Context: an optimization exercise on an open-source flow, tuned for a short achievable clock period and few clock cycles. The choices shown serve that exercise and are no tape-out recipe. No run shown here included a check of the RTL's function; only the layout flow was run. No activity file was given, so power comes from the tool's default toggle rates.

==> flow/config.mk <==
export PLATFORM = sky130hd
export DESIGN_NAME = l2_cache_top
export DESIGN_NICKNAME = l2_cache_top
export VERILOG_FILES = /design/flow/design.v
export SDC_FILE = /design/flow/constraint.sdc
export NUM_CORES = 4
export LEC_CHECK = 0
export ABC_CLOCK_PERIOD_IN_PS = 2500
export CAP_MARGIN = 20
export CORE_MARGIN = 2
export CORE_UTILIZATION = 40
export SETUP_SLACK_MARGIN = 3.0
export SLEW_MARGIN = 20
export TNS_END_PERCENT = 100
==> flow/constraint.sdc <==
create_clock -name core_clock -period 5.5 [get_ports {clk}]
set_input_delay 1.1000 -clock core_clock [delete_from_list [all_inputs] [get_ports {clk}]]
set_output_delay 1.1000 -clock core_clock [all_outputs]
set_load 0.01 [all_outputs]
==> flow/design.v <==
`timescale 1ns/100ps
package cache_pkg;
	typedef logic [16-1:0] addr_t;
	typedef logic [32-1:0] data_t;
	typedef logic [3-1:0] index_t;
	typedef logic [(16 - 3)-1:0] tag_t;
	typedef logic [3-1:0] way_t;
	typedef logic [3-1:0] id_t;
	typedef struct packed {
		addr_t addr;
		data_t data;
		logic we;
		id_t id;
	} core_req_t;
	typedef struct packed {
		data_t data;
		id_t id;
	} core_rsp_t;
	typedef struct packed {
		addr_t addr;
		data_t data;
		logic we;
		id_t id;
		way_t way;	 
	} miss_entry_t;
	typedef struct packed {
		index_t index;
		way_t way;
		tag_t tag;
		data_t data;
		logic dirty;
	} fill_t;
	typedef struct packed {
		tag_t tag;
		logic valid;
		logic dirty;
	} victim_t;
	typedef struct packed {
		logic cyc;
		logic stb;
		logic we;
		addr_t adr;
		data_t dat;
	} wb_m2s_t;
	typedef struct packed {
		logic ack;
		data_t dat;
	} wb_s2m_t;
	typedef enum logic [1:0] {
		st_idle,
		st_evict,
		st_fetch,
		st_fill
	} refill_state_e;
endpackage
`timescale 1ns/100ps
module l2_cache (
	input logic clk,
	input logic reset,
	input logic req_valid_i,
	input cache_pkg::core_req_t req_i,
	output logic stall_o,
	output logic rsp_valid_o,
	output cache_pkg::core_rsp_t rsp_o,
	output cache_pkg::wb_m2s_t wb_o,
	input cache_pkg::wb_s2m_t wb_i
);
	localparam int AB = 16;
	localparam int DB = 32;
	localparam int IB = 3;
	localparam int WB = 3;
	localparam int TB = (16 - 3);
	localparam int S = (1 << 3);
	localparam int W = (1 << 3);
	localparam int N = S * W;	 
	localparam int LB = WB + IB;
	localparam int IDB = 3;
	localparam int NID = 1 << IDB;
	localparam int FQB = 3;	 
	localparam int FQD = 1 << FQB;
	localparam int WQB = 3;	 
	localparam int WQD = 1 << WQB;
	localparam int RMD = 4;	 
	localparam int PFD = 4;	 
	logic k_v;
	logic [AB-1:0] k_addr;
	logic k_we;
	logic [DB-1:0] k_wd;
	logic [IDB-1:0] k_id;
	logic push, a_load;
	logic r_v, r_we;
	logic [AB-1:0] r_addr;
	logic [DB-1:0] r_wd;
	logic [IDB-1:0] r_id;
	logic [S-1:0] r_oh;
	logic [TB-1:0] r_tag;
	assign push = req_valid_i & ~k_v;
	assign stall_o = k_v;
	assign r_v = k_v | req_valid_i;
	assign r_addr = k_v ? k_addr : req_i.addr;
	assign r_we = k_v ? k_we : req_i.we;
	assign r_wd = k_v ? k_wd : req_i.data;
	assign r_id = k_v ? k_id : req_i.id;
	assign r_tag = r_addr[AB-1:IB];
	always_comb begin
		r_oh = '0;
		r_oh[r_addr[IB-1:0]] = 1'b1;
	end
	always_ff @(posedge clk or negedge reset) begin
		if (!reset) k_v <= 1'b0;
		else if (a_load) k_v <= 1'b0;
		else if (push) k_v <= 1'b1;
	end
	always_ff @(posedge clk) begin
		if (push & ~a_load) begin
			k_addr <= req_i.addr; k_we <= req_i.we; k_wd <= req_i.data; k_id <= req_i.id;
		end
	end
	logic [TB-1:0] tag_q [N];
	logic [DB-1:0] dat_q [N];
	logic [N-1:0] val_q;	 
	logic [N-1:0] dty_q;	 
	logic [N-1:0] pnd_q;	 
	logic [N-1:0] dvl_q;	 
	logic [N-1:0] reu_q;	 
	logic [N-1:0] pfb_q;	 
	logic [WB-1:0] rr_q [S];	 
	logic a_v, a_we, a_hit, a_bad;
	logic [AB-1:0] a_addr;
	logic [DB-1:0] a_wd;
	logic [IDB-1:0] a_id;
	logic [S-1:0] a_oh;
	logic [N-1:0] a_match, a_vic;
	logic [WB-1:0] a_vidx;
	logic [N-1:0] a_alloc;	 
	logic [AB-1:0] wq_addr [WQD];
	logic [DB-1:0] wq_dat [WQD];
	logic [WQD-1:0] wq_v;
	logic [WQB:0] wq_cnt;
	logic [FQB:0] fq_cnt;
	logic cyc_q, we_q;
	logic [AB-1:0] adr_q;
	assign a_alloc = a_vic & {N{a_v & ~a_hit}};
	logic [N-1:0] t_match, l_match;
	logic l_same, l_hit, l_evm, l_wqm, l_bad;
	always_comb begin
		l_same = a_v & (a_addr == r_addr);
		for (int e = 0; e < N; e++) begin
			t_match[e] = r_oh[e % S] & val_q[e] & (tag_q[e] == r_tag);
			l_match[e] = a_alloc[e] ? (r_oh[e % S] & l_same) : t_match[e];
		end
		l_hit = |l_match;
		l_evm = |(t_match & a_alloc & dty_q);
		l_wqm = l_evm | (cyc_q & we_q & (adr_q == r_addr));
		for (int i = 0; i < WQD; i++) l_wqm = l_wqm | (wq_v[i] & (wq_addr[i] == r_addr));
	end
	logic [W-1:0] sv, sp, sr, sd, sf, sx, inv, avail, cold_c, cold_d, rr_oh, l_vw;
	logic [WB-1:0] l_vidx, s_rr;
	logic [N-1:0] l_vic;
	always_comb begin
		s_rr = '0;
		for (int s = 0; s < S; s++) s_rr = s_rr | (rr_q[s] & {WB{r_oh[s]}});
		for (int w = 0; w < W; w++) begin
			sv[w] = 1'b0; sp[w] = 1'b0; sr[w] = 1'b0; sd[w] = 1'b0; sf[w] = 1'b0; sx[w] = 1'b0;
			for (int s = 0; s < S; s++) begin
				sv[w] = sv[w] | (r_oh[s] & val_q[w*S+s]);
				sp[w] = sp[w] | (r_oh[s] & pnd_q[w*S+s]);
				sr[w] = sr[w] | (r_oh[s] & reu_q[w*S+s]);
				sd[w] = sd[w] | (r_oh[s] & dty_q[w*S+s]);
				sf[w] = sf[w] | (r_oh[s] & pfb_q[w*S+s]);
				sx[w] = sx[w] | (r_oh[s] & a_alloc[w*S+s]);
			end
		end
		inv = ~sv & ~sx;
		avail = ~sp & ~sx;
		cold_c = avail & ~sr & ~sd & ~sf;
		cold_d = avail & ~sr & ~sf;
		rr_oh = '0;
		rr_oh[s_rr] = 1'b1;
		l_vw = '0;
		if (|inv) begin
			for (int w = W - 1; w >= 0; w--) if (inv[w]) begin l_vw = '0; l_vw[w] = 1'b1; end
		end else if (|cold_c) begin
			for (int w = W - 1; w >= 0; w--) if (cold_c[w]) begin l_vw = '0; l_vw[w] = 1'b1; end
		end else if (|cold_d) begin
			for (int w = W - 1; w >= 0; w--) if (cold_d[w]) begin l_vw = '0; l_vw[w] = 1'b1; end
		end else if (|(rr_oh & avail)) begin
			l_vw = rr_oh;
		end else begin
			for (int w = W - 1; w >= 0; w--) if (avail[w]) begin l_vw = '0; l_vw[w] = 1'b1; end
		end
		l_vidx = '0;
		for (int w = 0; w < W; w++) if (l_vw[w]) l_vidx = w[WB-1:0];
		for (int w = 0; w < W; w++)
			for (int s = 0; s < S; s++)
				l_vic[w*S+s] = l_vw[w] & r_oh[s];
		l_bad = ~l_hit & (~(|avail) | (wq_cnt >= WQD - 1) |
			(~r_we & ((fq_cnt >= FQD - 1) | l_wqm)));
	end
	logic [W-1:0] hv, hp, hr, hd, hf, h_inv, h_avail, h_cc, h_cd, h_rr_oh, h_vw;
	logic [WB-1:0] h_vidx, h_rr;
	logic [N-1:0] h_vic;
	logic h_wqm, h_bad;
	always_comb begin
		h_rr = '0;
		for (int s = 0; s < S; s++) h_rr = h_rr | (rr_q[s] & {WB{a_oh[s]}});
		for (int w = 0; w < W; w++) begin
			hv[w] = 1'b0; hp[w] = 1'b0; hr[w] = 1'b0; hd[w] = 1'b0; hf[w] = 1'b0;
			for (int s = 0; s < S; s++) begin
				hv[w] = hv[w] | (a_oh[s] & val_q[w*S+s]);
				hp[w] = hp[w] | (a_oh[s] & pnd_q[w*S+s]);
				hr[w] = hr[w] | (a_oh[s] & reu_q[w*S+s]);
				hd[w] = hd[w] | (a_oh[s] & dty_q[w*S+s]);
				hf[w] = hf[w] | (a_oh[s] & pfb_q[w*S+s]);
			end
		end
		h_inv = ~hv;
		h_avail = ~hp;
		h_cc = h_avail & ~hr & ~hd & ~hf;
		h_cd = h_avail & ~hr & ~hf;
		h_rr_oh = '0;
		h_rr_oh[h_rr] = 1'b1;
		h_vw = '0;
		if (|h_inv) begin
			for (int w = W - 1; w >= 0; w--) if (h_inv[w]) begin h_vw = '0; h_vw[w] = 1'b1; end
		end else if (|h_cc) begin
			for (int w = W - 1; w >= 0; w--) if (h_cc[w]) begin h_vw = '0; h_vw[w] = 1'b1; end
		end else if (|h_cd) begin
			for (int w = W - 1; w >= 0; w--) if (h_cd[w]) begin h_vw = '0; h_vw[w] = 1'b1; end
		end else if (|(h_rr_oh & h_avail)) begin
			h_vw = h_rr_oh;
		end else begin
			for (int w = W - 1; w >= 0; w--) if (h_avail[w]) begin h_vw = '0; h_vw[w] = 1'b1; end
		end
		h_vidx = '0;
		for (int w = 0; w < W; w++) if (h_vw[w]) h_vidx = w[WB-1:0];
		for (int w = 0; w < W; w++)
			for (int s = 0; s < S; s++)
				h_vic[w*S+s] = h_vw[w] & a_oh[s];
		h_wqm = cyc_q & we_q & (adr_q == a_addr);
		for (int i = 0; i < WQD; i++) h_wqm = h_wqm | (wq_v[i] & (wq_addr[i] == a_addr));
		h_bad = ~a_hit & (~(|h_avail) | (wq_cnt >= WQD) |
			(~a_we & ((fq_cnt >= FQD - 1) | h_wqm)));
	end
	assign a_load = ~a_v | ~a_bad;
	always_ff @(posedge clk or negedge reset) begin
		if (!reset) begin
			a_v <= 1'b0;
			a_bad <= 1'b0;
		end else if (a_load) begin
			a_v <= r_v;
			a_bad <= r_v & l_bad;
		end else begin
			a_bad <= h_bad;
		end
	end
	always_ff @(posedge clk) begin
		if (a_load) begin
			a_addr <= r_addr;
			a_we <= r_we;
			a_wd <= r_wd;
			a_id <= r_id;
			a_oh <= r_oh;
			a_match <= l_match;
			a_hit <= l_hit;
			a_vic <= l_vic;
			a_vidx <= l_vidx;
		end else begin
			a_vic <= h_vic;
			a_vidx <= h_vidx;
		end
	end
	logic a_go, a_dvl, a_rhit, a_park, a_miss, v_dty;
	logic [WB-1:0] a_hway;
	logic [DB-1:0] hit_dat, vic_dat;
	logic [TB-1:0] vic_tag;
	always_comb begin
		a_go = a_v & ~a_bad;
		a_dvl = |(a_match & dvl_q);
		a_rhit = a_go & a_hit & ~a_we & a_dvl;
		a_park = a_go & a_hit & ~a_we & ~a_dvl;
		a_miss = a_go & ~a_hit;
		v_dty = |(a_vic & val_q & dty_q);
		a_hway = '0;
		for (int w = 0; w < W; w++) if (|a_match[w*S +: S]) a_hway = a_hway | w[WB-1:0];
		hit_dat = '0;
		vic_dat = '0;
		vic_tag = '0;
		for (int e = 0; e < N; e++) begin
			hit_dat = hit_dat | (dat_q[e] & {DB{a_match[e]}});
			vic_dat = vic_dat | (dat_q[e] & {DB{a_vic[e]}});
			vic_tag = vic_tag | (tag_q[e] & {TB{a_vic[e]}});
		end
	end
	logic fetch_ack, cur_pf;
	logic [WB-1:0] cur_way;
	logic [IDB-1:0] cur_id;
	logic f_v;
	logic [S-1:0] f_oh;
	logic [W-1:0] f_wo;
	logic [LB-1:0] f_idx;
	logic [DB-1:0] f_dat;
	always_ff @(posedge clk or negedge reset) begin
		if (!reset) f_v <= 1'b0;
		else f_v <= fetch_ack;
	end
	always_ff @(posedge clk) begin
		if (fetch_ack) begin
			f_oh <= '0;
			f_oh[adr_q[IB-1:0]] <= 1'b1;
			f_wo <= '0;
			f_wo[cur_way] <= 1'b1;
			f_idx <= {cur_way, adr_q[IB-1:0]};
			f_dat <= wb_i.dat;
		end
	end
	logic [AB-1:0] rm_nx [RMD];	 
	logic [RMD-1:0] rm_v;
	logic [1:0] rm_wr;
	logic [AB-1:0] sn_addr;	 
	logic sn_v;
	logic [2:0] pf_ahead;	 
	logic [AB-1:0] pf_addr;	 
	logic [S-1:0] pf_oh;
	logic trig_s, trig_n, pf_restart;
	logic [AB-1:0] a_addr_nx, pf_addr_d;
	assign a_addr_nx = a_addr + 1'b1;
	always_comb begin
		trig_s = a_go & sn_v & (a_addr == sn_addr);
		trig_n = 1'b0;
		for (int i = 0; i < RMD; i++) trig_n = trig_n | (rm_v[i] & (rm_nx[i] == a_addr));
		trig_n = trig_n & a_miss & ~trig_s;
		pf_restart = trig_n | (trig_s & (pf_ahead == 3'd0));
	end
	logic [N-1:0] p_match;
	logic [W-1:0] pv, pc, p_vw;
	logic p1_look, p1_ok;
	always_comb begin
		for (int w = 0; w < W; w++) begin
			pv[w] = 1'b0;
			pc[w] = 1'b0;
			for (int s = 0; s < S; s++) begin
				p_match[w*S+s] = pf_oh[s] & val_q[w*S+s] & (tag_q[w*S+s] == pf_addr[AB-1:IB]);
				pv[w] = pv[w] | (pf_oh[s] & val_q[w*S+s]);
				pc[w] = pc[w] | (pf_oh[s] & ~pnd_q[w*S+s] & ~reu_q[w*S+s] & ~dty_q[w*S+s] & ~pfb_q[w*S+s]);
			end
		end
		p_vw = '0;
		if (|(~pv)) begin
			for (int w = W - 1; w >= 0; w--) if (~pv[w]) begin p_vw = '0; p_vw[w] = 1'b1; end
		end else begin
			for (int w = W - 1; w >= 0; w--) if (pc[w]) begin p_vw = '0; p_vw[w] = 1'b1; end
		end
	end
	logic p2_v, p2_hit, p2_vany, p2_conf, p2_wqm, p2_done, p2_alloc;
	logic [AB-1:0] p2_addr;
	logic [W-1:0] p2_vw;
	logic [S-1:0] p2_oh;
	logic [WB-1:0] p2_vidx;
	logic pf_wait;
	logic [AB-1:0] pf_faddr;	 
	logic [WB-1:0] pf_way;
	always_comb begin
		p2_conf = (r_v & (r_addr[IB-1:0] == p2_addr[IB-1:0])) | (a_v & (a_addr[IB-1:0] == p2_addr[IB-1:0]));
		p2_wqm = cyc_q & we_q & (adr_q == p2_addr);
		for (int i = 0; i < WQD; i++) p2_wqm = p2_wqm | (wq_v[i] & (wq_addr[i] == p2_addr));
		p2_done = p2_v & ~p2_conf & ~pf_restart;
		p2_alloc = p2_done & ~p2_hit & p2_vany & ~p2_wqm;
		p2_vidx = '0;
		for (int w = 0; w < W; w++) if (p2_vw[w]) p2_vidx = w[WB-1:0];
		p1_look = sn_v & ~pf_wait & ~p2_v & (pf_ahead < PFD) & ~pf_restart;
		p1_ok = p1_look & ~(r_v & (r_addr[IB-1:0] == pf_addr[IB-1:0])) & ~(a_v & (a_addr[IB-1:0] == pf_addr[IB-1:0]));
		pf_addr_d = pf_restart ? a_addr_nx : (pf_addr + 1'b1);
	end
	logic start_p;
	always_ff @(posedge clk or negedge reset) begin
		if (!reset) begin
			rm_v <= '0;
			rm_wr <= '0;
			sn_v <= 1'b0;
			pf_ahead <= '0;
			p2_v <= 1'b0;
			pf_wait <= 1'b0;
		end else begin
			if (a_miss) begin
				rm_v[rm_wr] <= 1'b1;
				rm_wr <= rm_wr + 1'b1;
			end
			if (trig_s | trig_n) sn_v <= 1'b1;
			if (pf_restart) pf_ahead <= '0;
			else pf_ahead <= pf_ahead - {2'b0, trig_s} + {2'b0, p2_done};
			p2_v <= p1_ok;
			if (p2_alloc) pf_wait <= 1'b1;
			else if (start_p) pf_wait <= 1'b0;
		end
	end
	always_ff @(posedge clk) begin
		if (a_miss) rm_nx[rm_wr] <= a_addr_nx;
		if (trig_s | trig_n) sn_addr <= a_addr_nx;
		if (pf_restart | p2_done) begin
			pf_addr <= pf_addr_d;
			pf_oh <= '0;
			pf_oh[pf_addr_d[IB-1:0]] <= 1'b1;
		end
		if (p1_ok) begin
			p2_addr <= pf_addr;
			p2_oh <= pf_oh;
			p2_hit <= |p_match;
			p2_vw <= p_vw;
			p2_vany <= |p_vw;
		end
		if (p2_alloc) begin
			pf_faddr <= p2_addr;
			pf_way <= p2_vidx;
		end
	end
	for (genvar w = 0; w < W; w++) begin : g_w
		for (genvar s = 0; s < S; s++) begin : g_s
			localparam int E = w * S + s;
			logic use_e, wr_e, al_e, fl_e, pa_e;
			assign use_e = a_go & a_match[E];	 
			assign wr_e = use_e & a_we;	 
			assign al_e = a_miss & a_vic[E];	 
			assign fl_e = f_v & f_oh[s] & f_wo[w];	 
			assign pa_e = p2_alloc & p2_oh[s] & p2_vw[w];	 
			always_ff @(posedge clk or negedge reset) begin
				if (!reset) begin
					val_q[E] <= 1'b0;
					dty_q[E] <= 1'b0;
					pnd_q[E] <= 1'b0;
					dvl_q[E] <= 1'b0;
					reu_q[E] <= 1'b0;
					pfb_q[E] <= 1'b0;
				end else if (al_e) begin
					val_q[E] <= 1'b1;
					dty_q[E] <= a_we;
					pnd_q[E] <= ~a_we;
					dvl_q[E] <= a_we;
					reu_q[E] <= 1'b0;
					pfb_q[E] <= 1'b0;
				end else if (pa_e) begin
					val_q[E] <= 1'b1;
					dty_q[E] <= 1'b0;
					pnd_q[E] <= 1'b1;
					dvl_q[E] <= 1'b0;
					reu_q[E] <= 1'b0;
					pfb_q[E] <= 1'b1;
				end else begin
					if (use_e) begin
						reu_q[E] <= reu_q[E] | ~pfb_q[E];
						pfb_q[E] <= 1'b0;
					end
					if (wr_e) begin
						dty_q[E] <= 1'b1;
						dvl_q[E] <= 1'b1;
					end
					if (fl_e) begin
						pnd_q[E] <= 1'b0;
						dvl_q[E] <= 1'b1;
					end
				end
			end
			always_ff @(posedge clk) begin
				if (al_e) tag_q[E] <= a_addr[AB-1:IB];
				else if (pa_e) tag_q[E] <= p2_addr[AB-1:IB];
				if (wr_e | (al_e & a_we)) dat_q[E] <= a_wd;
				else if (fl_e & ~dvl_q[E]) dat_q[E] <= f_dat;
			end
		end
	end
	for (genvar s = 0; s < S; s++) begin : g_rr
		always_ff @(posedge clk or negedge reset) begin
			if (!reset) rr_q[s] <= '0;
			else if (a_miss & a_oh[s]) rr_q[s] <= rr_q[s] + 1'b1;
		end
	end
	logic [AB-1:0] fq_addr [FQD];
	logic [WB-1:0] fq_way [FQD];
	logic [IDB-1:0] fq_id [FQD];
	logic [FQB-1:0] fq_rd, fq_wr;
	logic fq_push, fq_pop, fq_need;
	logic [WQB-1:0] wq_rd, wq_wr;
	logic wq_push, wq_pop;
	logic bus_free, start_f, start_b, start_w;
	assign fq_need = a_miss & ~a_we;
	assign fq_push = fq_need & ~start_b;
	assign wq_push = a_miss & v_dty;
	always_ff @(posedge clk or negedge reset) begin
		if (!reset) begin
			fq_rd <= '0;
			fq_wr <= '0;
			fq_cnt <= '0;
			wq_rd <= '0;
			wq_wr <= '0;
			wq_v <= '0;
			wq_cnt <= '0;
		end else begin
			if (fq_push) fq_wr <= fq_wr + 1'b1;
			if (fq_pop) fq_rd <= fq_rd + 1'b1;
			fq_cnt <= fq_cnt + {{FQB{1'b0}}, fq_push} - {{FQB{1'b0}}, fq_pop};
			if (wq_push) begin
				wq_wr <= wq_wr + 1'b1;
				wq_v[wq_wr] <= 1'b1;
			end
			if (wq_pop) begin
				wq_rd <= wq_rd + 1'b1;
				wq_v[wq_rd] <= 1'b0;
			end
			wq_cnt <= wq_cnt + {{WQB{1'b0}}, wq_push} - {{WQB{1'b0}}, wq_pop};
		end
	end
	always_ff @(posedge clk) begin
		if (fq_push) begin
			fq_addr[fq_wr] <= a_addr;
			fq_way[fq_wr] <= a_vidx;
			fq_id[fq_wr] <= a_id;
		end
		if (wq_push) begin
			wq_addr[wq_wr] <= {vic_tag, a_addr[IB-1:0]};
			wq_dat[wq_wr] <= vic_dat;
		end
	end
	logic [DB-1:0] wdat_q;
	assign fetch_ack = cyc_q & ~we_q & wb_i.ack;
	assign bus_free = ~cyc_q | wb_i.ack;
	assign start_f = bus_free & (fq_cnt != 0);
	assign start_b = bus_free & (fq_cnt == 0) & fq_need;
	assign start_p = bus_free & (fq_cnt == 0) & ~fq_need & pf_wait;
	assign start_w = bus_free & (fq_cnt == 0) & ~fq_need & ~pf_wait & (|wq_v);
	assign fq_pop = start_f;
	assign wq_pop = start_w;
	assign wb_o.cyc = cyc_q;
	assign wb_o.stb = cyc_q;
	assign wb_o.we = we_q;
	assign wb_o.adr = adr_q;
	assign wb_o.dat = wdat_q;
	always_ff @(posedge clk or negedge reset) begin
		if (!reset) cyc_q <= 1'b0;
		else if (bus_free) cyc_q <= start_f | start_b | start_p | start_w;
	end
	always_ff @(posedge clk) begin
		if (start_f) begin
			we_q <= 1'b0;
			adr_q <= fq_addr[fq_rd];
			cur_way <= fq_way[fq_rd];
			cur_id <= fq_id[fq_rd];
			cur_pf <= 1'b0;
		end else if (start_b) begin
			we_q <= 1'b0;
			adr_q <= a_addr;
			cur_way <= a_vidx;
			cur_id <= a_id;
			cur_pf <= 1'b0;
		end else if (start_p) begin
			we_q <= 1'b0;
			adr_q <= pf_faddr;
			cur_way <= pf_way;
			cur_pf <= 1'b1;
		end else if (start_w) begin
			we_q <= 1'b1;
			adr_q <= wq_addr[wq_rd];
			wdat_q <= wq_dat[wq_rd];
		end
	end
	logic [NID-1:0] w_v, w_rdy, w_fill;
	logic [LB-1:0] w_line [NID];
	logic [DB-1:0] w_dat [NID];
	logic [NID-1:0] w_pick;
	logic w_any, fill_direct, fill_park;
	logic [DB-1:0] w_pdat;
	logic [IDB-1:0] w_pid;
	always_comb begin
		for (int i = 0; i < NID; i++) w_fill[i] = f_v & w_v[i] & ~w_rdy[i] & (w_line[i] == f_idx);
		w_any = |w_rdy;
		w_pick = '0;
		for (int i = NID - 1; i >= 0; i--) if (w_rdy[i]) begin w_pick = '0; w_pick[i] = 1'b1; end
		w_pdat = '0;
		w_pid = '0;
		for (int i = 0; i < NID; i++) begin
			w_pdat = w_pdat | (w_dat[i] & {DB{w_pick[i]}});
			w_pid = w_pid | (i[IDB-1:0] & {IDB{w_pick[i]}});
		end
		fill_direct = fetch_ack & ~cur_pf & ~a_rhit & ~w_any;
		fill_park = fetch_ack & ~cur_pf & ~fill_direct;
	end
	logic rsp_v_q;
	logic [DB-1:0] rsp_dat_q;
	logic [IDB-1:0] rsp_id_q;
	always_ff @(posedge clk or negedge reset) begin
		if (!reset) begin
			rsp_v_q <= 1'b0;
			w_v <= '0;
			w_rdy <= '0;
		end else begin
			rsp_v_q <= a_rhit | w_any | fill_direct;
			for (int i = 0; i < NID; i++) begin
				if (~a_rhit & w_pick[i]) begin
					w_v[i] <= 1'b0;
					w_rdy[i] <= 1'b0;
				end
				if (w_fill[i]) w_rdy[i] <= 1'b1;
				if (a_park & (a_id == i[IDB-1:0])) begin
					w_v[i] <= 1'b1;
					w_rdy[i] <= f_v & ({a_hway, a_addr[IB-1:0]} == f_idx);
				end
				if (fill_park & (cur_id == i[IDB-1:0])) begin
					w_v[i] <= 1'b1;
					w_rdy[i] <= 1'b1;
				end
			end
		end
	end
	always_ff @(posedge clk) begin
		for (int i = 0; i < NID; i++) begin
			if (w_fill[i]) w_dat[i] <= f_dat;
			if (a_park & (a_id == i[IDB-1:0])) begin
				w_line[i] <= {a_hway, a_addr[IB-1:0]};
				w_dat[i] <= f_dat;
			end
			if (fill_park & (cur_id == i[IDB-1:0])) w_dat[i] <= wb_i.dat;
		end
		if (a_rhit) begin
			rsp_dat_q <= hit_dat;
			rsp_id_q <= a_id;
		end else if (w_any) begin
			rsp_dat_q <= w_pdat;
			rsp_id_q <= w_pid;
		end else if (fill_direct) begin
			rsp_dat_q <= wb_i.dat;
			rsp_id_q <= cur_id;
		end
	end
	assign rsp_valid_o = rsp_v_q;
	assign rsp_o.data = rsp_dat_q;
	assign rsp_o.id = rsp_id_q;
endmodule
`timescale 1ns/100ps
module l2_cache_top (
	input logic clk,
	input logic rst_n,
	input logic req_valid,
	input logic [15:0] req_addr,
	input logic [31:0] req_wdata,
	input logic req_we,
	input logic [2:0] req_id,
	output logic stall,
	output logic rsp_valid,
	output logic [31:0] rsp_data,
	output logic [2:0] rsp_id,
	output logic wb_cyc,
	output logic wb_stb,
	output logic wb_we,
	output logic [15:0] wb_adr,
	output logic [31:0] wb_dat_w,
	input logic wb_ack,
	input logic [31:0] wb_dat_r
);
	cache_pkg::core_req_t req;
	cache_pkg::core_rsp_t rsp;
	cache_pkg::wb_m2s_t wb_m2s;
	cache_pkg::wb_s2m_t wb_s2m;
	assign req.addr = req_addr;
	assign req.data = req_wdata;
	assign req.we = req_we;
	assign req.id = req_id;
	assign rsp_data = rsp.data;
	assign rsp_id = rsp.id;
	assign wb_cyc = wb_m2s.cyc;
	assign wb_stb = wb_m2s.stb;
	assign wb_we = wb_m2s.we;
	assign wb_adr = wb_m2s.adr;
	assign wb_dat_w = wb_m2s.dat;
	assign wb_s2m.ack = wb_ack;
	assign wb_s2m.dat = wb_dat_r;
	l2_cache cache_i (
		.clk(clk),
		.reset(rst_n),
		.req_valid_i(req_valid),
		.req_i(req),
		.stall_o(stall),
		.rsp_valid_o(rsp_valid),
		.rsp_o(rsp),
		.wb_o(wb_m2s),
		.wb_i(wb_s2m)
	);
endmodule
==> flow/run.sh <==
#!/bin/bash
# synth_recipe.tcl (not shown) runs the flow's synth.tcl, then flattens the netlist and writes it again
# the make line also repeats each setting of config.mk as NAME=value (left out here)
make -C /OpenROAD-flow-scripts/flow DESIGN_CONFIG=/design/flow/config.mk WORK_HOME=/design/flow/orfs CLKGATE_MAP_FILE= SYNTH_SCRIPT=/design/flow/synth_recipe.tcl finish
==> summary.txt, run 1 <==
Synth Area in Adders -> 0.00315
Largest net degree at the start of global routing -> 139
Yosys cell types -> 101
Multiplexer area fraction after synthesis -> 0.123
Seq/Total Area, Yosys -> 0.536
Gate Count Post-Synth -> 22.1k
First Err -> [ERROR GRT-0232] Routing congestion too high. Check the congestion heatmap in the GUI.
Sink Count -> 4760
Ports -> 176
Placement Cell Area -> 291000 sq um
Synth top area cells -> edfxtp_1 49%, mux2_2 11%, nand2_1 4.5%, dfrtp_1 4.5%, a221oi_1 4.4%
Mean post-synth cell area -> 11.8 sq um
Grt total ovfl -> 3
Port Buffer Count -> 175
Largest family of logic cells by synthesized area -> compound AO/OA/AOI/OAI gates
Async SR Flop Fraction -> 0.0987
H-tree lvl count -> 6
Final GP Congestion -> 1.17
Top FF cell, synth -> edfxtp_1
Die H -> 812 um
Synth top area share -> 0.486
HPWL after DPL -> 1510000 um
Complex-gate fraction of the synthesized area -> 0.123
Fail Step -> 5_1_grt
Syn Std Cell Area -> 261000 sq um
Row count -> 296
Mapped Nets -> 22.3k
Yosys reg bits -> 4760
Inserted Clock Buffers -> 558
Cell taking the most area after synthesis -> edfxtp_1
GRT Util Overall -> 0.708
Status -> stopped before the end
Dpl cells -> 30.9k
Simple-gate area share of the yosys netlist -> 0.101
Number of synthesized flops with an enable pin -> 4221
Die width -> 812 um
Clock Path Buffers -> 4
Warnings, synthesis -> 6
Root Driver -> clkbuf_16
Post-Synth XOR/XNOR Area -> 0.0782
Starting Density -> 0.401
[power groups by stage]
stage          combinational (uW)  sequential [uW]  clock [uW]
2_1_floorplan               34700            53600           0
3_3_place_gp                84500            59600           0
3_5_place_dp                84900            59600           0
4_1_cts                     86500            58800       38900
[routing by layer]
metal,GRT overflow,GRT usage
met1,0,0.723
met2,0,0.866
met3,0,0.532
met4,3,0.719
met5,0,0.248
[through the flow]
stage	power, uW	hold slack, ns	worst slack, ns
global placement	144000	0.457	-1.44
floorplan	88300	0.424	0.256
detailed placement	145000	0.458	-1.35
CTS	184000	0.461	0.541
[synthesized netlist by cell type, types with 26 or more instances]
cell and instances:
nand4_1 790, buf_2 96, o21ai_0 512, and3_1 37
inv_1 109, or3_1 26, and2_1 112, mux4_2 140
ha_1 61, buf_1 541, a221oi_1 1310, nand3_1 359
mux2_2 2451, o22ai_1 98, xor2_1 1212, xnor2_1 1111
dfxtp_1 69, nor3_1 120, a22o_1 1204, dfrtp_1 470
or4_1 104, nor2_1 420, a31o_2 34, o221ai_1 37
or2_2 70, o211ai_1 34, nand2_1 3141, a21oi_1 383
mux2i_1 118, a31oi_1 59, clkbuf_1 1686, a211oi_1 37
edfxtp_1 4221, nor4_1 359, a22oi_1 294
[what timing repair did]
item,in CTS
endpoints found under the setup margin,8513
hold endpoints to repair,19
pin swaps,53
gates resized for setup,210
hold buffers,1
setup buffers,121
gates cloned,10
[kinds of logic after synthesis]
kind of cell	count (synthesis)
compound gates	4145
xor+xnor	2326
flops	4760
simple gates	5686
mux	2711
fa+ha+maj	64
buf+inv	2449
[worst max path at each step]
stage	to	cells after the start	from
3_5_place_dp	cache_i.a_bad	23	req_addr[0]
2_1_floorplan	cache_i.a_vidx[0]	22	req_addr[1]
3_3_place_gp	cache_i.a_bad	23	req_addr[0]
4_1_cts	cache_i.a_bad	19	cache_i.k_v
==> run 2: changes to the inputs <==
--- a/flow/design.v
+++ b/flow/design.v
@@ -82,38 +82,45 @@
 	localparam int WQD = 1 << WQB;
 	localparam int RMD = 4;	 
 	localparam int PFD = 4;	 
-	logic k_v;
-	logic [AB-1:0] k_addr;
-	logic k_we;
-	logic [DB-1:0] k_wd;
-	logic [IDB-1:0] k_id;
-	logic push, a_load;
-	logic r_v, r_we;
-	logic [AB-1:0] r_addr;
-	logic [DB-1:0] r_wd;
-	logic [IDB-1:0] r_id;
-	logic [S-1:0] r_oh;
-	logic [TB-1:0] r_tag;
-	assign push = req_valid_i & ~k_v;
-	assign stall_o = k_v;
-	assign r_v = k_v | req_valid_i;
-	assign r_addr = k_v ? k_addr : req_i.addr;
-	assign r_we = k_v ? k_we : req_i.we;
-	assign r_wd = k_v ? k_wd : req_i.data;
-	assign r_id = k_v ? k_id : req_i.id;
-	assign r_tag = r_addr[AB-1:IB];
+	logic m_v, k_v, stall_q;
+	logic [AB-1:0] m_addr, k_addr;
+	logic m_we, k_we;
+	logic [DB-1:0] m_wd, k_wd;
+	logic [IDB-1:0] m_id, k_id;
+	logic [S-1:0] m_oh, k_oh;
+	logic push, m_free, a_load;
+	logic [S-1:0] in_oh;
+	assign push = req_valid_i & ~stall_q;
+	assign m_free = ~m_v | a_load;
+	assign stall_o = stall_q;
 	always_comb begin
-		r_oh = '0;
-		r_oh[r_addr[IB-1:0]] = 1'b1;
+		in_oh = '0;
+		in_oh[req_i.addr[IB-1:0]] = 1'b1;
 	end
 	always_ff @(posedge clk or negedge reset) begin
-		if (!reset) k_v <= 1'b0;
-		else if (a_load) k_v <= 1'b0;
-		else if (push) k_v <= 1'b1;
+		if (!reset) begin
+			m_v <= 1'b0;
+			k_v <= 1'b0;
+			stall_q <= 1'b0;
+		end else if (m_free) begin
+			m_v <= k_v | push;
+			k_v <= k_v & push;
+			stall_q <= k_v & push;
+		end else begin
+			k_v <= k_v | push;
+			stall_q <= k_v | push;
+		end
 	end
 	always_ff @(posedge clk) begin
-		if (push & ~a_load) begin
-			k_addr <= req_i.addr; k_we <= req_i.we; k_wd <= req_i.data; k_id <= req_i.id;
+		if (m_free) begin
+			if (k_v) begin
+				m_addr <= k_addr; m_we <= k_we; m_wd <= k_wd; m_id <= k_id; m_oh <= k_oh;
+			end else begin
+				m_addr <= req_i.addr; m_we <= req_i.we; m_wd <= req_i.data; m_id <= req_i.id; m_oh <= in_oh;
+			end
+		end
+		if (push & ~(m_free & ~k_v)) begin
+			k_addr <= req_i.addr; k_we <= req_i.we; k_wd <= req_i.data; k_id <= req_i.id; k_oh <= in_oh;
 		end
 	end
 	logic [TB-1:0] tag_q [N];
@@ -141,105 +148,143 @@
 	logic cyc_q, we_q;
 	logic [AB-1:0] adr_q;
 	assign a_alloc = a_vic & {N{a_v & ~a_hit}};
+	logic [N-1:0] m_tm;
+	always_comb begin
+		for (int e = 0; e < N; e++)
+			m_tm[e] = m_oh[e % S] & val_q[e] & (tag_q[e] == m_addr[AB-1:IB]);
+	end
+	logic q_v, q_we;
+	logic [AB-1:0] q_addr;
+	logic [DB-1:0] q_wd;
+	logic [IDB-1:0] q_id;
+	logic [S-1:0] q_oh;
+	logic [N-1:0] q_tm;
+	logic [N-1:0] ra_a;	 
+	logic [AB-1:0] ra_addr;	 
 	logic [N-1:0] t_match, l_match;
 	logic l_same, l_hit, l_evm, l_wqm, l_bad;
 	always_comb begin
-		l_same = a_v & (a_addr == r_addr);
-		for (int e = 0; e < N; e++) begin
-			t_match[e] = r_oh[e % S] & val_q[e] & (tag_q[e] == r_tag);
-			l_match[e] = a_alloc[e] ? (r_oh[e % S] & l_same) : t_match[e];
-		end
+		t_match = (q_tm & ~ra_a) | (ra_a & {N{ra_addr == q_addr}});
+		l_same = a_v & (a_addr == q_addr);
+		for (int e = 0; e < N; e++) l_match[e] = a_alloc[e] ? l_same : t_match[e];
 		l_hit = |l_match;
 		l_evm = |(t_match & a_alloc & dty_q);
-		l_wqm = l_evm | (cyc_q & we_q & (adr_q == r_addr));
-		for (int i = 0; i < WQD; i++) l_wqm = l_wqm | (wq_v[i] & (wq_addr[i] == r_addr));
+		l_wqm = l_evm | (cyc_q & we_q & (adr_q == q_addr));
+		for (int i = 0; i < WQD; i++) l_wqm = l_wqm | (wq_v[i] & (wq_addr[i] == q_addr));
 	end
-	logic [W-1:0] sv, sp, sr, sd, sf, sx, inv, avail, cold_c, cold_d, rr_oh, l_vw;
-	logic [WB-1:0] l_vidx, s_rr;
-	logic [N-1:0] l_vic;
-	always_comb begin
-		s_rr = '0;
-		for (int s = 0; s < S; s++) s_rr = s_rr | (rr_q[s] & {WB{r_oh[s]}});
-		for (int w = 0; w < W; w++) begin
-			sv[w] = 1'b0; sp[w] = 1'b0; sr[w] = 1'b0; sd[w] = 1'b0; sf[w] = 1'b0; sx[w] = 1'b0;
-			for (int s = 0; s < S; s++) begin
-				sv[w] = sv[w] | (r_oh[s] & val_q[w*S+s]);
-				sp[w] = sp[w] | (r_oh[s] & pnd_q[w*S+s]);
-				sr[w] = sr[w] | (r_oh[s] & reu_q[w*S+s]);
-				sd[w] = sd[w] | (r_oh[s] & dty_q[w*S+s]);
-				sf[w] = sf[w] | (r_oh[s] & pfb_q[w*S+s]);
-				sx[w] = sx[w] | (r_oh[s] & a_alloc[w*S+s]);
+	always_ff @(posedge clk or negedge reset) begin
+		if (!reset) q_v <= 1'b0;
+		else if (a_load) q_v <= m_v;
+	end
+	always_ff @(posedge clk) begin
+		if (a_load) begin
+			q_addr <= m_addr;
+			q_we <= m_we;
+			q_wd <= m_wd;
+			q_id <= m_id;
+			q_oh <= m_oh;
+			q_tm <= m_tm;
+		end else begin
+			q_tm <= t_match;	 
+		end
+	end
+	logic [1:0] age_q [N];	 
+	logic [N-1:0] ra_q;	 
+	logic [W-1:0] vr_w [S];
+	logic [W-1:0] vr_pw [S];	 
+	logic [S-1:0] vr_ok, vr_pf;
+	for (genvar s = 0; s < S; s++) begin : g_vr
+		logic [W-1:0] v, cc_o, cd_o, cc_y, cd_y, av, rro, pick, ppick;
+		always_comb begin
+			for (int w = 0; w < W; w++) begin
+				v[w] = val_q[w*S+s];
+				av[w] = ~pnd_q[w*S+s];
+				cc_y[w] = av[w] & ~reu_q[w*S+s] & ~dty_q[w*S+s] & ~pfb_q[w*S+s];
+				cd_y[w] = av[w] & ~reu_q[w*S+s] & ~pfb_q[w*S+s];
+				cc_o[w] = cc_y[w] & age_q[w*S+s][1];
+				cd_o[w] = cd_y[w] & age_q[w*S+s][1];
+			end
+			rro = '0;
+			rro[rr_q[s]] = 1'b1;
+			pick = '0;
+			if (|(~v)) begin
+				for (int w = W - 1; w >= 0; w--) if (~v[w]) begin pick = '0; pick[w] = 1'b1; end
+			end else if (|cc_o) begin
+				for (int w = W - 1; w >= 0; w--) if (cc_o[w]) begin pick = '0; pick[w] = 1'b1; end
+			end else if (|cd_o) begin
+				for (int w = W - 1; w >= 0; w--) if (cd_o[w]) begin pick = '0; pick[w] = 1'b1; end
+			end else if (|cc_y) begin
+				for (int w = W - 1; w >= 0; w--) if (cc_y[w]) begin pick = '0; pick[w] = 1'b1; end
+			end else if (|cd_y) begin
+				for (int w = W - 1; w >= 0; w--) if (cd_y[w]) begin pick = '0; pick[w] = 1'b1; end
+			end else if (|(rro & av)) begin
+				pick = rro;
+			end else begin
+				for (int w = W - 1; w >= 0; w--) if (av[w]) begin pick = '0; pick[w] = 1'b1; end
+			end
+			ppick = '0;
+			if (|(~v)) begin
+				for (int w = W - 1; w >= 0; w--) if (~v[w]) begin ppick = '0; ppick[w] = 1'b1; end
+			end else if (|cc_o) begin
+				for (int w = W - 1; w >= 0; w--) if (cc_o[w]) begin ppick = '0; ppick[w] = 1'b1; end
+			end else begin
+				for (int w = W - 1; w >= 0; w--) if (cc_y[w]) begin ppick = '0; ppick[w] = 1'b1; end
+			end
+		end
+		always_ff @(posedge clk or negedge reset) begin
+			if (!reset) begin
+				vr_w[s] <= '0;
+				vr_ok[s] <= 1'b0;
+				vr_pf[s] <= 1'b0;
+				vr_pw[s] <= '0;
+			end else begin
+				vr_pw[s] <= ppick;
+				vr_w[s] <= pick;
+				vr_ok[s] <= |av;
+				vr_pf[s] <= |(~v) | (|cc_y);
 			end
 		end
-		inv = ~sv & ~sx;
-		avail = ~sp & ~sx;
-		cold_c = avail & ~sr & ~sd & ~sf;
-		cold_d = avail & ~sr & ~sf;
-		rr_oh = '0;
-		rr_oh[s_rr] = 1'b1;
+	end
+	logic [W-1:0] l_vw;
+	logic [WB-1:0] l_vidx;
+	logic [N-1:0] l_vic;
+	logic l_vok;
+	always_comb begin
 		l_vw = '0;
-		if (|inv) begin
-			for (int w = W - 1; w >= 0; w--) if (inv[w]) begin l_vw = '0; l_vw[w] = 1'b1; end
-		end else if (|cold_c) begin
-			for (int w = W - 1; w >= 0; w--) if (cold_c[w]) begin l_vw = '0; l_vw[w] = 1'b1; end
-		end else if (|cold_d) begin
-			for (int w = W - 1; w >= 0; w--) if (cold_d[w]) begin l_vw = '0; l_vw[w] = 1'b1; end
-		end else if (|(rr_oh & avail)) begin
-			l_vw = rr_oh;
-		end else begin
-			for (int w = W - 1; w >= 0; w--) if (avail[w]) begin l_vw = '0; l_vw[w] = 1'b1; end
+		l_vok = 1'b0;
+		for (int s = 0; s < S; s++) begin
+			l_vw = l_vw | (vr_w[s] & {W{q_oh[s]}});
+			l_vok = l_vok | (vr_ok[s] & q_oh[s]);
 		end
 		l_vidx = '0;
-		for (int w = 0; w < W; w++) if (l_vw[w]) l_vidx = w[WB-1:0];
+		for (int w = 0; w < W; w++) if (l_vw[w]) l_vidx = l_vidx | w[WB-1:0];
 		for (int w = 0; w < W; w++)
 			for (int s = 0; s < S; s++)
-				l_vic[w*S+s] = l_vw[w] & r_oh[s];
-		l_bad = ~l_hit & (~(|avail) | (wq_cnt >= WQD - 1) |
-			(~r_we & ((fq_cnt >= FQD - 1) | l_wqm)));
+				l_vic[w*S+s] = l_vw[w] & q_oh[s];
+		l_vok = l_vok & ~(|(l_vic & (ra_q | a_alloc)));
+		l_bad = ~l_hit & (~l_vok | (wq_cnt >= WQD - 1) |
+			(~q_we & ((fq_cnt >= FQD - 1) | l_wqm)));
 	end
-	logic [W-1:0] hv, hp, hr, hd, hf, h_inv, h_avail, h_cc, h_cd, h_rr_oh, h_vw;
-	logic [WB-1:0] h_vidx, h_rr;
+	logic [W-1:0] h_vw;
+	logic [WB-1:0] h_vidx;
 	logic [N-1:0] h_vic;
-	logic h_wqm, h_bad;
+	logic h_vok, h_wqm, h_bad;
 	always_comb begin
-		h_rr = '0;
-		for (int s = 0; s < S; s++) h_rr = h_rr | (rr_q[s] & {WB{a_oh[s]}});
-		for (int w = 0; w < W; w++) begin
-			hv[w] = 1'b0; hp[w] = 1'b0; hr[w] = 1'b0; hd[w] = 1'b0; hf[w] = 1'b0;
-			for (int s = 0; s < S; s++) begin
-				hv[w] = hv[w] | (a_oh[s] & val_q[w*S+s]);
-				hp[w] = hp[w] | (a_oh[s] & pnd_q[w*S+s]);
-				hr[w] = hr[w] | (a_oh[s] & reu_q[w*S+s]);
-				hd[w] = hd[w] | (a_oh[s] & dty_q[w*S+s]);
-				hf[w] = hf[w] | (a_oh[s] & pfb_q[w*S+s]);
-			end
-		end
-		h_inv = ~hv;
-		h_avail = ~hp;
-		h_cc = h_avail & ~hr & ~hd & ~hf;
-		h_cd = h_avail & ~hr & ~hf;
-		h_rr_oh = '0;
-		h_rr_oh[h_rr] = 1'b1;
 		h_vw = '0;
-		if (|h_inv) begin
-			for (int w = W - 1; w >= 0; w--) if (h_inv[w]) begin h_vw = '0; h_vw[w] = 1'b1; end
-		end else if (|h_cc) begin
-			for (int w = W - 1; w >= 0; w--) if (h_cc[w]) begin h_vw = '0; h_vw[w] = 1'b1; end
-		end else if (|h_cd) begin
-			for (int w = W - 1; w >= 0; w--) if (h_cd[w]) begin h_vw = '0; h_vw[w] = 1'b1; end
-		end else if (|(h_rr_oh & h_avail)) begin
-			h_vw = h_rr_oh;
-		end else begin
-			for (int w = W - 1; w >= 0; w--) if (h_avail[w]) begin h_vw = '0; h_vw[w] = 1'b1; end
+		h_vok = 1'b0;
+		for (int s = 0; s < S; s++) begin
+			h_vw = h_vw | (vr_w[s] & {W{a_oh[s]}});
+			h_vok = h_vok | (vr_ok[s] & a_oh[s]);
 		end
 		h_vidx = '0;
-		for (int w = 0; w < W; w++) if (h_vw[w]) h_vidx = w[WB-1:0];
+		for (int w = 0; w < W; w++) if (h_vw[w]) h_vidx = h_vidx | w[WB-1:0];
 		for (int w = 0; w < W; w++)
 			for (int s = 0; s < S; s++)
 				h_vic[w*S+s] = h_vw[w] & a_oh[s];
+		h_vok = h_vok & ~(|(h_vic & ra_q));
 		h_wqm = cyc_q & we_q & (adr_q == a_addr);
 		for (int i = 0; i < WQD; i++) h_wqm = h_wqm | (wq_v[i] & (wq_addr[i] == a_addr));
-		h_bad = ~a_hit & (~(|h_avail) | (wq_cnt >= WQD) |
+		h_bad = ~a_hit & (~h_vok | (wq_cnt >= WQD) |
 			(~a_we & ((fq_cnt >= FQD - 1) | h_wqm)));
 	end
 	assign a_load = ~a_v | ~a_bad;
@@ -248,19 +293,19 @@
 			a_v <= 1'b0;
 			a_bad <= 1'b0;
 		end else if (a_load) begin
-			a_v <= r_v;
-			a_bad <= r_v & l_bad;
+			a_v <= q_v;
+			a_bad <= q_v & l_bad;
 		end else begin
 			a_bad <= h_bad;
 		end
 	end
 	always_ff @(posedge clk) begin
 		if (a_load) begin
-			a_addr <= r_addr;
-			a_we <= r_we;
-			a_wd <= r_wd;
-			a_id <= r_id;
-			a_oh <= r_oh;
+			a_addr <= q_addr;
+			a_we <= q_we;
+			a_wd <= q_wd;
+			a_id <= q_id;
+			a_oh <= q_oh;
 			a_match <= l_match;
 			a_hit <= l_hit;
 			a_vic <= l_vic;
@@ -332,27 +377,25 @@
 		trig_n = trig_n & a_miss & ~trig_s;
 		pf_restart = trig_n | (trig_s & (pf_ahead == 3'd0));
 	end
-	logic [N-1:0] p_match;
-	logic [W-1:0] pv, pc, p_vw;
+	logic [N-1:0] p_match, p_vic;
+	logic [W-1:0] p_vw;
+	logic p_vok;
 	logic p1_look, p1_ok;
 	always_comb begin
-		for (int w = 0; w < W; w++) begin
-			pv[w] = 1'b0;
-			pc[w] = 1'b0;
+		p_vw = '0;
+		p_vok = 1'b0;
+		for (int s = 0; s < S; s++) begin
+			p_vw = p_vw | (vr_pw[s] & {W{pf_oh[s]}});
+			p_vok = p_vok | (vr_pf[s] & pf_oh[s]);
+		end
+		for (int w = 0; w < W; w++)
 			for (int s = 0; s < S; s++) begin
 				p_match[w*S+s] = pf_oh[s] & val_q[w*S+s] & (tag_q[w*S+s] == pf_addr[AB-1:IB]);
-				pv[w] = pv[w] | (pf_oh[s] & val_q[w*S+s]);
-				pc[w] = pc[w] | (pf_oh[s] & ~pnd_q[w*S+s] & ~reu_q[w*S+s] & ~dty_q[w*S+s] & ~pfb_q[w*S+s]);
+				p_vic[w*S+s] = p_vw[w] & pf_oh[s];
 			end
-		end
-		p_vw = '0;
-		if (|(~pv)) begin
-			for (int w = W - 1; w >= 0; w--) if (~pv[w]) begin p_vw = '0; p_vw[w] = 1'b1; end
-		end else begin
-			for (int w = W - 1; w >= 0; w--) if (pc[w]) begin p_vw = '0; p_vw[w] = 1'b1; end
-		end
+		p_vok = p_vok & ~(|(p_vic & ra_q));
 	end
-	logic p2_v, p2_hit, p2_vany, p2_conf, p2_wqm, p2_done, p2_alloc;
+	logic p2_v, p2_hit, p2_vany, p2_conf, p2_wqm, p2_done, p2_alloc, p2_clean;
 	logic [AB-1:0] p2_addr;
 	logic [W-1:0] p2_vw;
 	logic [S-1:0] p2_oh;
@@ -361,15 +404,21 @@
 	logic [AB-1:0] pf_faddr;	 
 	logic [WB-1:0] pf_way;
 	always_comb begin
-		p2_conf = (r_v & (r_addr[IB-1:0] == p2_addr[IB-1:0])) | (a_v & (a_addr[IB-1:0] == p2_addr[IB-1:0]));
+		p2_conf = (m_v & (m_addr[IB-1:0] == p2_addr[IB-1:0])) | (q_v & (q_addr[IB-1:0] == p2_addr[IB-1:0])) |
+			(a_v & (a_addr[IB-1:0] == p2_addr[IB-1:0]));
 		p2_wqm = cyc_q & we_q & (adr_q == p2_addr);
 		for (int i = 0; i < WQD; i++) p2_wqm = p2_wqm | (wq_v[i] & (wq_addr[i] == p2_addr));
 		p2_done = p2_v & ~p2_conf & ~pf_restart;
-		p2_alloc = p2_done & ~p2_hit & p2_vany & ~p2_wqm;
+		p2_clean = 1'b0;
+		for (int w = 0; w < W; w++)
+			for (int s = 0; s < S; s++)
+				p2_clean = p2_clean | (p2_vw[w] & p2_oh[s] & ~pnd_q[w*S+s] & (~val_q[w*S+s] | ~dty_q[w*S+s]));
+		p2_alloc = p2_done & ~p2_hit & p2_vany & p2_clean & ~p2_wqm;
 		p2_vidx = '0;
 		for (int w = 0; w < W; w++) if (p2_vw[w]) p2_vidx = w[WB-1:0];
 		p1_look = sn_v & ~pf_wait & ~p2_v & (pf_ahead < PFD) & ~pf_restart;
-		p1_ok = p1_look & ~(r_v & (r_addr[IB-1:0] == pf_addr[IB-1:0])) & ~(a_v & (a_addr[IB-1:0] == pf_addr[IB-1:0]));
+		p1_ok = p1_look & ~(m_v & (m_addr[IB-1:0] == pf_addr[IB-1:0])) & ~(q_v & (q_addr[IB-1:0] == pf_addr[IB-1:0])) &
+			~(a_v & (a_addr[IB-1:0] == pf_addr[IB-1:0]));
 		pf_addr_d = pf_restart ? a_addr_nx : (pf_addr + 1'b1);
 	end
 	logic start_p;
@@ -407,7 +456,7 @@
 			p2_oh <= pf_oh;
 			p2_hit <= |p_match;
 			p2_vw <= p_vw;
-			p2_vany <= |p_vw;
+			p2_vany <= p_vok;
 		end
 		if (p2_alloc) begin
 			pf_faddr <= p2_addr;
@@ -423,6 +472,8 @@
 			assign al_e = a_miss & a_vic[E];	 
 			assign fl_e = f_v & f_oh[s] & f_wo[w];	 
 			assign pa_e = p2_alloc & p2_oh[s] & p2_vw[w];	 
+			assign al_vec[E] = al_e;
+			assign pa_vec[E] = pa_e;
 			always_ff @(posedge clk or negedge reset) begin
 				if (!reset) begin
 					val_q[E] <= 1'b0;
@@ -468,6 +519,29 @@
 			end
 		end
 	end
+	logic [N-1:0] al_vec, pa_vec;
+	for (genvar w = 0; w < W; w++) begin : g_age
+		for (genvar s = 0; s < S; s++) begin : g_as
+			localparam int E = w * S + s;
+			logic set_al;
+			assign set_al = (a_miss & a_oh[s]) | (p2_alloc & p2_oh[s]);
+			always_ff @(posedge clk or negedge reset) begin
+				if (!reset) age_q[E] <= 2'd3;
+				else if (al_vec[E] | pa_vec[E]) age_q[E] <= 2'd0;
+				else if (set_al & (age_q[E] != 2'd3)) age_q[E] <= age_q[E] + 2'd1;
+			end
+		end
+	end
+	always_ff @(posedge clk or negedge reset) begin
+		if (!reset) begin
+			ra_q <= '0;
+			ra_a <= '0;
+		end else begin
+			ra_q <= al_vec | pa_vec;
+			ra_a <= al_vec;
+		end
+	end
+	always_ff @(posedge clk) ra_addr <= a_addr;
 	for (genvar s = 0; s < S; s++) begin : g_rr
 		always_ff @(posedge clk or negedge reset) begin
 			if (!reset) rr_q[s] <= '0;
==> run 2 against run 1 <==
Effect of this change:
- the run again fails in 5_1_grt
- synthesized cell count increased by 7.1%
- synthesized area increased by 11%
==> summary.txt, run 2 <==
Status -> stopped before the end (unchanged)
Fail Step -> 5_1_grt (unchanged)
First Err -> [ERROR GRT-0116] Global routing finished with congestion. Check the congestion regions in the DRC Viewer. (was [ERROR GRT-0232] Routing congestion too high. Check the congestion heatmap in the GUI.)
Sink Count -> 5370 (was 4760)
First-pass GRT wire length -> 3900000 um
Die width -> 855 um (was 812 um)
Warnings, synthesis -> 9 (was 6)
Final GP Congestion -> 1.16 (was 1.17)
Post-synth top cells -> 4349 x edfxtp_1, 2926 x mux2_2, 1915 x clkbuf_1, 1725 x nand2_1, 1582 x xnor2_1 (was 4221 x edfxtp_1, 3141 x nand2_1, 2451 x mux2_2, 1686 x clkbuf_1, 1310 x a221oi_1)
Clock Path Buffers -> 4 (unchanged)
Top FF cell, synth -> edfxtp_1 (unchanged)
Inserted Clock Buffers -> 631 (was 558)
Synth top area cells -> edfxtp_1 45%, mux2_2 11%, dfrtp_1 6.4%, xnor2_1 4.8%, a22o_1 3.9% (was edfxtp_1 49%, mux2_2 11%, nand2_1 4.5%, dfrtp_1 4.5%, a221oi_1 4.4%)
Yosys reg bits -> 5370 (was 4760)
Number of synthesized flops with an enable pin -> 4349 (was 4221)
Starting Density -> 0.401 (about the same)
HPWL after DPL -> 1420000 um (was 1510000 um)
Async SR Flop Fraction -> 0.162 (was 0.0987)
Gate Count Post-Synth -> 23.7k (was 22.1k)
Synth top area share -> 0.451 (was 0.486)
Largest net degree at the start of global routing -> 136
Grt total ovfl -> 4184
Ports -> 176 (unchanged)
Multiplexer area fraction after synthesis -> 0.131 (was 0.123)
Port Buffer Count -> 175 (unchanged)
H-tree lvl count -> 6 (unchanged)
Root Driver -> clkbuf_16 (unchanged)
Largest family of logic cells by synthesized area -> multiplexers (was compound AO/OA/AOI/OAI gates)
Complex-gate fraction of the synthesized area -> 0.127 (was 0.123)
Dpl cells -> 32.5k (was 30.9k)
Vias in the first global route -> 320k
Synth Area in Adders -> 0.00665 (was 0.00315)
Die H -> 855 um (was 812 um)
Placement Cell Area -> 311000 sq um (was 291000 sq um)
Row count -> 312 (was 296)
Post-Synth XOR/XNOR Area -> 0.0734 (was 0.0782)
Hold-fix buffers at CTS -> 0 (was 1)
Seq/Total Area, Yosys -> 0.537 (was 0.536)
Syn Std Cell Area -> 289000 sq um (was 261000 sq um)
Mean post-synth cell area -> 12.2 sq um (was 11.8 sq um)
Count leader, synth -> edfxtp_1 (unchanged)
Mapped Nets -> 24.0k (was 22.3k)
Simple-gate area share of the yosys netlist -> 0.0876 (was 0.101)
Yosys cell types -> 99 (was 101)
Cell taking the most area after synthesis -> edfxtp_1 (unchanged)
GRT Util Overall -> 0.796
## run 2: power by group through the flow
| stage | clock [uW] | sequential (uW) | combinational (uW) |
|---|---|---|---|
| 3_3_place_gp | 0 | 69300 | 95100 |
| 4_1_cts | 43100 | 66500 | 136000 |
| 2_1_floorplan | 0 | 60900 | 44900 |
| 3_5_place_dp | 0 | 69200 | 96000 |
## run 2: how the worst min path moves through the flow
stage	end	slack (ns)
after floorplan	cache_i.a_id[0]	0.40
after global placement	cache_i.a_wd[22]	0.40
after detailed placement	cache_i.a_wd[12]	0.40
after CTS	cache_i.vr_pw[6][7]	0.05
## run 2: metal layers
layer  overflow  GRT usage
met5         62      0.487
met4       1404      0.737
met3        365      0.726
met2       2017      0.884
met1        336      0.816
## run 2: cell families after synthesis
| kind of cell | after synthesis |
|---|---|
| AOI/OAI and AO/OA | 4733 |
| buffers and inverters | 2784 |
| adders and majority gates | 152 |
| xor gates and xnor gates | 2424 |
| and+or+nand+nor | 5024 |
| DFF | 5370 |
| muxes | 3236 |
## run 2: timing repair
item	in CTS
cloned	587
resized for setup	6914
pin swaps	883
endpoints found under the setup margin	9009
setup buffers	2273
## run 2: through the flow
stage          worst slack, ns  hold slack (ns)  power (uW)
4_1_cts                   1.43           0.0514      245000
3_3_place_gp            -0.281            0.402      164000
3_5_place_dp             0.672            0.405      165000
2_1_floorplan             1.65            0.400      106000
